From an optimization exercise on the open Yosys and OpenROAD flow, aimed at small area, a short achievable clock period and few clock cycles per item; shortcuts taken in it are not production practice.
The RTL was checked by simulation tests, not by an equivalence proof against the original design.

==> inputs of trial 96 <==
// aes256_ctr_mode
module aes256_ctr_mode (
  input  logic         clk,
  input  logic         rst,
  input  logic [31:0]  config_register,
  output logic [31:0]  status_register,
  input  logic [255:0] input_key,
  input  logic [127:0] input_iv,
  output logic         s_axis_tready,
  input  logic         s_axis_tvalid,
  input  logic         s_axis_tlast,
  input  logic [127:0] s_axis_tdata,
  input  logic         m_axis_tready,
  output logic         m_axis_tvalid,
  output logic         m_axis_tlast,
  output logic [127:0] m_axis_tdata
);
export LEC_CHECK = 0
export CAP_MARGIN = 20
export CELL_PAD_IN_SITES_DETAIL_PLACEMENT = 1
export CELL_PAD_IN_SITES_GLOBAL_PLACEMENT = 1
export CORE_MARGIN = 2
export CORE_UTILIZATION = 35
export CTS_CLUSTER_DIAMETER = 100
export CTS_CLUSTER_SIZE = 30
export PLACE_DENSITY = 0.6
export SLEW_MARGIN = 20
create_clock -name core_clock -period 11.0 [get_ports {clk}]
standard.sh (not shown) runs the stock make flow with config.mk's settings and CLKGATE_MAP_FILE= SYNTH_SCRIPT=/design/flow/synth_recipe.tcl, a recipe that flattens the netlist after the stock synthesis.
==> flow/flow/run.sh <==
#!/bin/bash
# The standard layout (the standard flow's config.mk and SDC, ORFS's steps and scripts), with two changes:
#  - synthesis maps the logic with flow/abc.script, a shorter ABC script than ORFS's speed
#    script (one choice computation and one mapping pass, then ORFS's usual buffering and
#    sizing). Everything else in synthesis, including the flip-flop mapping, is unchanged.
#  - the port buffers that ORFS puts on every input and output are buf_2 cells instead of the
#    resizer's default choice (a slow delay buffer).
# The make output goes to standard_flow.log; ORFS's per-step logs are under orfs/logs/.
set -euo pipefail
here=$(pwd)
rm -rf "$here/scripts"
cp -r "$FLOW_HOME/scripts" "$here/scripts"
cp "$here/flow/abc.script" "$here/scripts/abc_speed.script"
bash standard.sh finish SCRIPTS_DIR="$here/scripts" \
  "BUFFER_PORTS_ARGS=-buffer_cell sky130_fd_sc_hd__buf_2" \
  > "$here/standard_flow.log" 2>&1
==> flow/flow/abc.script <==
&get -n
&st
&dch
&nf
&put
buffer -c
topo
stime -c
upsize -c
dnsize -c
==> build 48 (differences from trial 96) <==
==> flow/flow/run.sh (replaced) <==
#!/bin/bash
# The standard layout (the standard flow's config.mk and SDC, ORFS's steps and scripts), with three changes:
#  - synthesis maps the logic with flow/abc.script, a shorter ABC script than ORFS's speed
#    script (one choice computation and one mapping pass, then ORFS's usual buffering and
#    sizing). Everything else in synthesis, including the flip-flop mapping, is unchanged.
#  - the port buffers that ORFS puts on every input and output are buf_2 cells instead of the
#    resizer's default choice (a slow delay buffer).
#  - ORFS's repair_timing steps aim for 7.0 ns of setup slack (SETUP_SLACK_MARGIN) instead of
#    0, so they size and buffer the paths longer than 4.0 ns. The SDC is the standard flow's, unchanged.
# The make output goes to standard_flow.log; ORFS's per-step logs are under orfs/logs/.
set -euo pipefail
here=$(pwd)
rm -rf "$here/scripts"
cp -r "$FLOW_HOME/scripts" "$here/scripts"
cp "$here/flow/abc.script" "$here/scripts/abc_speed.script"
bash standard.sh finish SCRIPTS_DIR="$here/scripts" \
  "BUFFER_PORTS_ARGS=-buffer_cell sky130_fd_sc_hd__buf_2" SETUP_SLACK_MARGIN=7.0 \
  > "$here/standard_flow.log" 2>&1
- CORE_UTILIZATION: 35 -> 45
- CTS_CLUSTER_DIAMETER: 100 -> 60
- CTS_CLUSTER_SIZE: 30 -> 20
- PLACE_DENSITY: 0.6 -> 0.62
==> trial 1 (differences from trial 96) <==
--- a/flow/design.v
+++ b/flow/design.v
@@ -10,15 +10,15 @@
   input  logic         s_axis_tlast,
   input  logic [127:0] s_axis_tdata,
   input  logic         m_axis_tready,
   output logic         m_axis_tvalid,
   output logic         m_axis_tlast,
   output logic [127:0] m_axis_tdata
 );
-  function automatic logic [11:0] sbox_a(input logic [7:0] x);
+  function automatic logic [3:0] sbox_a(input logic [7:0] x);
     logic U0, U1, U2, U3, U4, U5, U6, U7;
     logic T1, T2, T3, T4, T5, T6, T7, T8, T9, T10, T11, T12, T13, T14, T15, T16, T17, T18;
     logic T19, T20, T21, T22, T23, T24, T25, T26, T27;
     logic M1, M2, M3, M4, M5, M6, M7, M8, M9, M10, M11, M12, M13, M14, M15, M16, M17, M18;
     logic M19, M20, M21, M22, M23;
     {U0, U1, U2, U3, U4, U5, U6, U7} = x;
     T1 = U0 ^ U3;   T2 = U0 ^ U5;   T3 = U0 ^ U6;   T4 = U3 ^ U5;
@@ -30,28 +30,33 @@
     T25 = T20 ^ T17; T26 = T3 ^ T16; T27 = T1 ^ T12;
     M1 = T13 & T6;  M2 = T23 & T8;  M3 = T14 ^ M1;  M4 = T19 & U7;
     M5 = M4 ^ M1;   M6 = T3 & T16;  M7 = T22 & T9;  M8 = T26 ^ M6;
     M9 = T20 & T17; M10 = M9 ^ M6;  M11 = T1 & T15; M12 = T4 & T27;
     M13 = M12 ^ M11; M14 = T2 & T10; M15 = M14 ^ M11; M16 = M3 ^ M2;
     M17 = M5 ^ T24; M18 = M8 ^ M7;  M19 = M10 ^ M15; M20 = M16 ^ M13;
     M21 = M17 ^ M15; M22 = M18 ^ M13; M23 = M19 ^ T25;
-    sbox_a = {T1, T2, T3, T6, T8, T9, T15, T19, M20, M21, M22, M23};
+    sbox_a = {M20, M21, M22, M23};
   endfunction
-  function automatic logic [7:0] sbox_b(input logic [11:0] h);
-    logic U7;
-    logic T1, T2, T3, T4, T6, T8, T9, T10, T13, T15, T16, T17, T19, T20, T22, T23, T27;
+  function automatic logic [7:0] sbox_b(input logic [7:0] x, input logic [3:0] d);
+    logic U0, U1, U2, U3, U4, U5, U6, U7;
+    logic T1, T2, T3, T4, T5, T6, T7, T8, T9, T10, T11, T12, T13, T15, T16, T17, T18;
+    logic T19, T20, T21, T22, T23, T27;
     logic M20, M21, M22, M23, M24, M25, M26, M27, M28, M29, M30, M31, M32, M33, M34;
     logic M35, M36, M37, M38, M39, M40, M41, M42, M43, M44, M45, M46, M47, M48, M49, M50;
     logic M51, M52, M53, M54, M55, M56, M57, M58, M59, M60, M61, M62, M63;
     logic L0, L1, L2, L3, L4, L5, L6, L7, L8, L9, L10, L11, L12, L13, L14, L15, L16, L17;
     logic L18, L19, L20, L21, L22, L23, L24, L25, L26, L27, L28, L29;
-    {T1, T2, T3, T6, T8, T9, T15, T19, M20, M21, M22, M23} = h;
-    T4 = T1 ^ T2;   T10 = T8 ^ T9;  T13 = T3 ^ T4;  T20 = T1 ^ T19;
-    T22 = T3 ^ T20; T23 = T2 ^ T22; T27 = T15 ^ T10; U7 = T6 ^ T8;
-    T16 = T6 ^ T27; T17 = T9 ^ T16;
+    {U0, U1, U2, U3, U4, U5, U6, U7} = x;
+    {M20, M21, M22, M23} = d;
+    T1 = U0 ^ U3;   T2 = U0 ^ U5;   T3 = U0 ^ U6;   T4 = U3 ^ U5;
+    T5 = U4 ^ U6;   T6 = T1 ^ T5;   T7 = U1 ^ U2;   T8 = U7 ^ T6;
+    T9 = U7 ^ T7;   T10 = T6 ^ T7;  T11 = U1 ^ U5;  T12 = U2 ^ U5;
+    T13 = T3 ^ T4;  T15 = T5 ^ T11; T16 = T5 ^ T12;
+    T17 = T9 ^ T16; T18 = U3 ^ U7;  T19 = T7 ^ T18; T20 = T1 ^ T19;
+    T21 = U6 ^ U7;  T22 = T7 ^ T21; T23 = T2 ^ T22; T27 = T1 ^ T12;
     M24 = M22 ^ M23;
     M25 = M22 & M20; M26 = M21 ^ M25; M27 = M20 ^ M21; M28 = M23 ^ M25;
     M29 = M28 & M27; M30 = M26 & M24; M31 = M20 & M23; M32 = M27 & M31;
     M33 = M27 ^ M25; M34 = M21 & M22; M35 = M24 & M34; M36 = M24 ^ M25;
     M37 = M21 ^ M29; M38 = M32 ^ M33; M39 = M23 ^ M30; M40 = M35 ^ M36;
     M41 = M38 ^ M40; M42 = M37 ^ M39; M43 = M37 ^ M38; M44 = M39 ^ M40;
     M45 = M42 ^ M41; M46 = M44 & T6;  M47 = M40 & T8;  M48 = M39 & U7;
@@ -66,27 +71,27 @@
     L16 = M56 ^ L0; L17 = M57 ^ L1; L18 = M58 ^ L8; L19 = M63 ^ L4;
     L20 = L0 ^ L1;  L21 = L1 ^ L7;  L22 = L3 ^ L12; L23 = L18 ^ L2;
     L24 = L15 ^ L9; L25 = L6 ^ L10; L26 = L7 ^ L9;  L27 = L8 ^ L10;
     L28 = L11 ^ L14; L29 = L11 ^ L17;
     sbox_b = {L6 ^ L24, ~(L16 ^ L26), ~(L19 ^ L28), L6 ^ L21,
               L20 ^ L22, L25 ^ L29, ~(L13 ^ L27), ~(L6 ^ L23)};
   endfunction
-  function automatic logic [191:0] sub_a(input logic [127:0] st);
-    logic [191:0] res;
+  function automatic logic [63:0] sub_a(input logic [127:0] st);
+    logic [63:0] res;
     for (int i = 0; i < 16; i++)
-      res[191-12*i -: 12] = sbox_a(st[127-8*i -: 8]);
+      res[63-4*i -: 4] = sbox_a(st[127-8*i -: 8]);
     sub_a = res;
   endfunction
-  function automatic logic [127:0] sub_b_shift(input logic [191:0] h);
+  function automatic logic [127:0] sub_b_shift(input logic [127:0] st, input logic [63:0] d);
     logic [127:0] res;
     int           i;
     for (int c = 0; c < 4; c++)
       for (int r = 0; r < 4; r++) begin
         i = 4*((c+r)%4) + r;
-        res[127-8*(4*c+r) -: 8] = sbox_b(h[191-12*i -: 12]);
+        res[127-8*(4*c+r) -: 8] = sbox_b(st[127-8*i -: 8], d[63-4*i -: 4]);
       end
     sub_b_shift = res;
   endfunction
   function automatic logic [7:0] xtime(input logic [7:0] b);
     xtime = {b[6:0], 1'b0} ^ (b[7] ? 8'h1b : 8'h00);
   endfunction
   function automatic logic [31:0] mix_col(input logic [31:0] col);
@@ -133,89 +138,88 @@
   logic         last_ph;    
   assign last_ph = (rnd == 4'd13) && (sub == 2'd2);
   assign fin_d   = (rnd == 4'd13 && sub == 2'd1) || last_ph ||
                    (rnd == 4'd0) || (rnd == 4'd1 && sub == 2'd0);
   logic [255:0] key_q;      
   logic [127:0] ka;         
   logic [127:0] kb;         
-  logic [47:0]  gh_q;       
+  logic [31:0]  gw_q;       
+  logic [15:0]  gd_q;       
   logic [31:0]  g_q;        
   logic [31:0]  gw_in;
   logic [31:0]  g_in;
   logic [7:0]   rcon;
   logic         gsel_q;     
   logic         ka_rs_q;    
   logic         kb_rs_q;    
   logic [127:0] kb_old;     
   assign gw_in = gsel_q ? kb[31:0] : {ka[23:0], ka[31:24]};
   assign rcon  = 8'h01 << ((rnd - 4'd1) >> 1);
-  assign g_in  = {sbox_b(gh_q[47:36]), sbox_b(gh_q[35:24]), sbox_b(gh_q[23:12]),
-                  sbox_b(gh_q[11:0])}
+  assign g_in  = {sbox_b(gw_q[31:24], gd_q[15:12]), sbox_b(gw_q[23:16], gd_q[11:8]),
+                  sbox_b(gw_q[15:8], gd_q[7:4]), sbox_b(gw_q[7:0], gd_q[3:0])}
                  ^ {(rnd[0] ? rcon : 8'h00), 24'h0};
   always_ff @(posedge clk) begin
     if (load)
       key_q <= input_key;
-    gh_q <= {sbox_a(gw_in[31:24]), sbox_a(gw_in[23:16]), sbox_a(gw_in[15:8]),
+    gw_q <= gw_in;
+    gd_q <= {sbox_a(gw_in[31:24]), sbox_a(gw_in[23:16]), sbox_a(gw_in[15:8]),
              sbox_a(gw_in[7:0])};
     g_q  <= g_in;
     if (sub == 2'd1 && !rnd[0])
       ka <= ka_rs_q ? key_q[127:0] : (key_prefix(ka) ^ {4{g_q}});
     if (sub == 2'd1 && rnd[0])
       kb <= kb_old ^ {4{g_q}};
     if (sub == 2'd1)
       gsel_q <= rnd[0];
     ka_rs_q <= (rnd == 4'd0) && (sub == 2'd0);
     kb_rs_q <= (rnd == 4'd1) && (sub == 2'd0);
   end
   assign kb_old = kb_rs_q ? key_prefix(key_q[255:128]) : key_prefix(kb);
-  logic [191:0] aa, ba;                    
-  logic [127:0] ab, ac, bb, bc;            
+  logic [127:0] aa, ab, ac, ba, bb, bc;    
+  logic [63:0]  aad, bad;                  
   logic         vaa, vab, vac, vba, vbb, vbc;
   logic [127:0] ctr;        
   logic [2:0]   nfl;        
   logic [124:0] hi_ones;    
-  logic [124:0] hi_zeros;   
   logic [3:0]   lo_inc;     
-  logic [3:0]   lo_back;    
+  logic [3:0]   lo_nxt;     
   logic [127:0] ctr_inc;    
-  logic [127:0] ctr_back;   
+  logic [127:0] ctr_nxt;    
   logic [127:0] ks;
   logic         ready;
   logic         emerge;     
   logic         take;       
   logic         miss;       
   logic         issue;      
   logic         issue_ok;   
   assign ks       = bb ^ kb;
   assign emerge   = fin && vbb;
   assign take     = s_axis_tready && s_axis_tvalid;
   assign miss     = emerge && !take;
   assign issue    = fin && ready;
   assign issue_ok = issue && !miss;
-  assign hi_ones  = ones_prefix(ctr[127:3]);
-  assign hi_zeros = ones_prefix(~ctr[127:3]);
-  assign lo_inc   = {1'b0, ctr[2:0]} + 4'd1;
-  assign lo_back  = {1'b0, ctr[2:0]} - {1'b0, nfl};
-  assign ctr_inc  = {ctr[127:3] ^ ({hi_ones[123:0], 1'b1} & {125{lo_inc[3]}}), lo_inc[2:0]};
-  assign ctr_back = {ctr[127:3] ^ ({hi_zeros[123:0], 1'b1} & {125{lo_back[3]}}),
-                     lo_back[2:0]};
+  assign hi_ones = ones_prefix(ctr[127:3]);
+  assign lo_inc  = {1'b0, ctr[2:0]} + 4'd1;
+  assign lo_nxt  = {1'b0, ctr[2:0]} + {1'b0, nfl};
+  assign ctr_inc = {ctr[127:3] ^ ({hi_ones[123:0], 1'b1} & {125{lo_inc[3]}}), lo_inc[2:0]};
+  assign ctr_nxt = {ctr[127:3] ^ ({hi_ones[123:0], 1'b1} & {125{lo_nxt[3]}}), lo_nxt[2:0]};
   always_ff @(posedge clk) begin
-    aa  <= sub_a(bc);
-    ab  <= sub_b_shift(aa);
+    aa  <= bc;
+    aad <= sub_a(bc);
+    ab  <= sub_b_shift(aa, aad);
     ac  <= mix_columns(ab) ^ ka;
-    ba  <= sub_a(ac);
-    bb  <= sub_b_shift(ba);
-    bc  <= fin ? (ctr ^ key_q[255:128]) : (mix_columns(bb) ^ kb);
+    ba  <= ac;
+    bad <= sub_a(ac);
+    bb  <= sub_b_shift(ba, bad);
+    bc  <= fin ? (ctr_nxt ^ key_q[255:128]) : (mix_columns(bb) ^ kb);
   end
   always_ff @(posedge clk) begin
     if (load)
       ctr <= input_iv;
-    else if (miss)
-      ctr <= ctr_back;
-    else if (issue_ok)
+    else if (take)
       ctr <= ctr_inc;
   end
   always_ff @(posedge clk or posedge rst) begin
     if (rst) begin
       rnd   <= '0;
       sub   <= '0;
       fin   <= 1'b0;
==> flow/flow/run.sh (replaced) <==
#!/bin/bash
# The standard layout (standard synthesis and ORFS steps, the standard flow's config.mk and SDC), with
# one change: the port buffers that ORFS puts on every input and output are buf_4 cells
# instead of the resizer's default choice (a slow delay buffer). The make output goes to
# standard_flow.log; ORFS's per-step logs are under orfs/logs/.
set -euo pipefail
here=$(pwd)
bash standard.sh finish "BUFFER_PORTS_ARGS=-buffer_cell sky130_fd_sc_hd__buf_4" \
  > "$here/standard_flow.log" 2>&1
- CTS_CLUSTER_DIAMETER: 100 -> default
- CTS_CLUSTER_SIZE: 30 -> default
removed: flow/flow/abc.script
==> qor summary <==
quantity	build 48	trial 96	trial 1
Status	finished clean	finished clean	finished clean
Seq/Total Area, Yosys	40.8%	40.8%	35.5%
Reg-to-reg critical path startpoint	ctr[37]	ctr[5]	ctr[11]
Clock H-tree levels	4	3	4
Vias after detailed routing	79305	77959	98498
Multi-input gate share of total cell area	51.3%	51.9%	54.5%
Fin crit share	36.1%	42.6%	39.9%
WP depth	10	9	9
Core region area	0.248 mm²	0.319 mm²	0.366 mm²
Final WL	427000 µm	433000 µm	517000 µm
Placement row count	183	207	222
Source-to-sink clock delay at the later pin of the worst-skew pair	0.86 ns	0.94 ns	1.01 ns
Critical path data arrival time	4.56 ns	5.29 ns	5.20 ns
Cell count of the worst reg-to-reg path	9	8	9
Length of routed met3 wiring	23000 µm	20900 µm	22400 µm
Testbench counts of trial 96, summed over its fixed seeds: cycles 19,511, items 2,583.
Testbench counts of build 48, summed over its fixed seeds: cycles 19,511, items 2,583.
Testbench counts of trial 1, summed over its fixed seeds: cycles 19,511, items 2,583.

separate check: timing with driven ports:
Ports are ideal in the flow. The routed layouts listed here were re-timed in OpenROAD.
Step 1 assumes that a clkbuf_16 drives the clock port and a buf_2 every other input.
Step 2 times the ports against the registers' clock, not the clock port: input delays grow and output delays shrink by t, the midpoint of the rising clock arrivals with the driver on.
Three values: no drivers, after step 1, after step 2; two values: the first two.
run	t, ns	setup slack, ns	worst hold slack (ns)	worst register clock-pin slew, ns	cell pins on the clock port's net
trial 96	1.003	6.318 / 6.399 / 5.396	0.468 / 0.468 / 0.468	0.12 / 0.12	1
build 48	0.948	7.026 / 7.084 / 6.170	0.471 / 0.471 / 0.471	0.09 / 0.09	1
trial 1	1.044	6.616 / 6.616 / 5.750	0.355 / 0.355 / 0.355	0.07 / 0.07	1
After both steps setup and hold are still met in every run listed. For trial 96, which loses most, drivers alone change the setup slack by +0.081 ns; drivers and shift together by -0.922 ns.
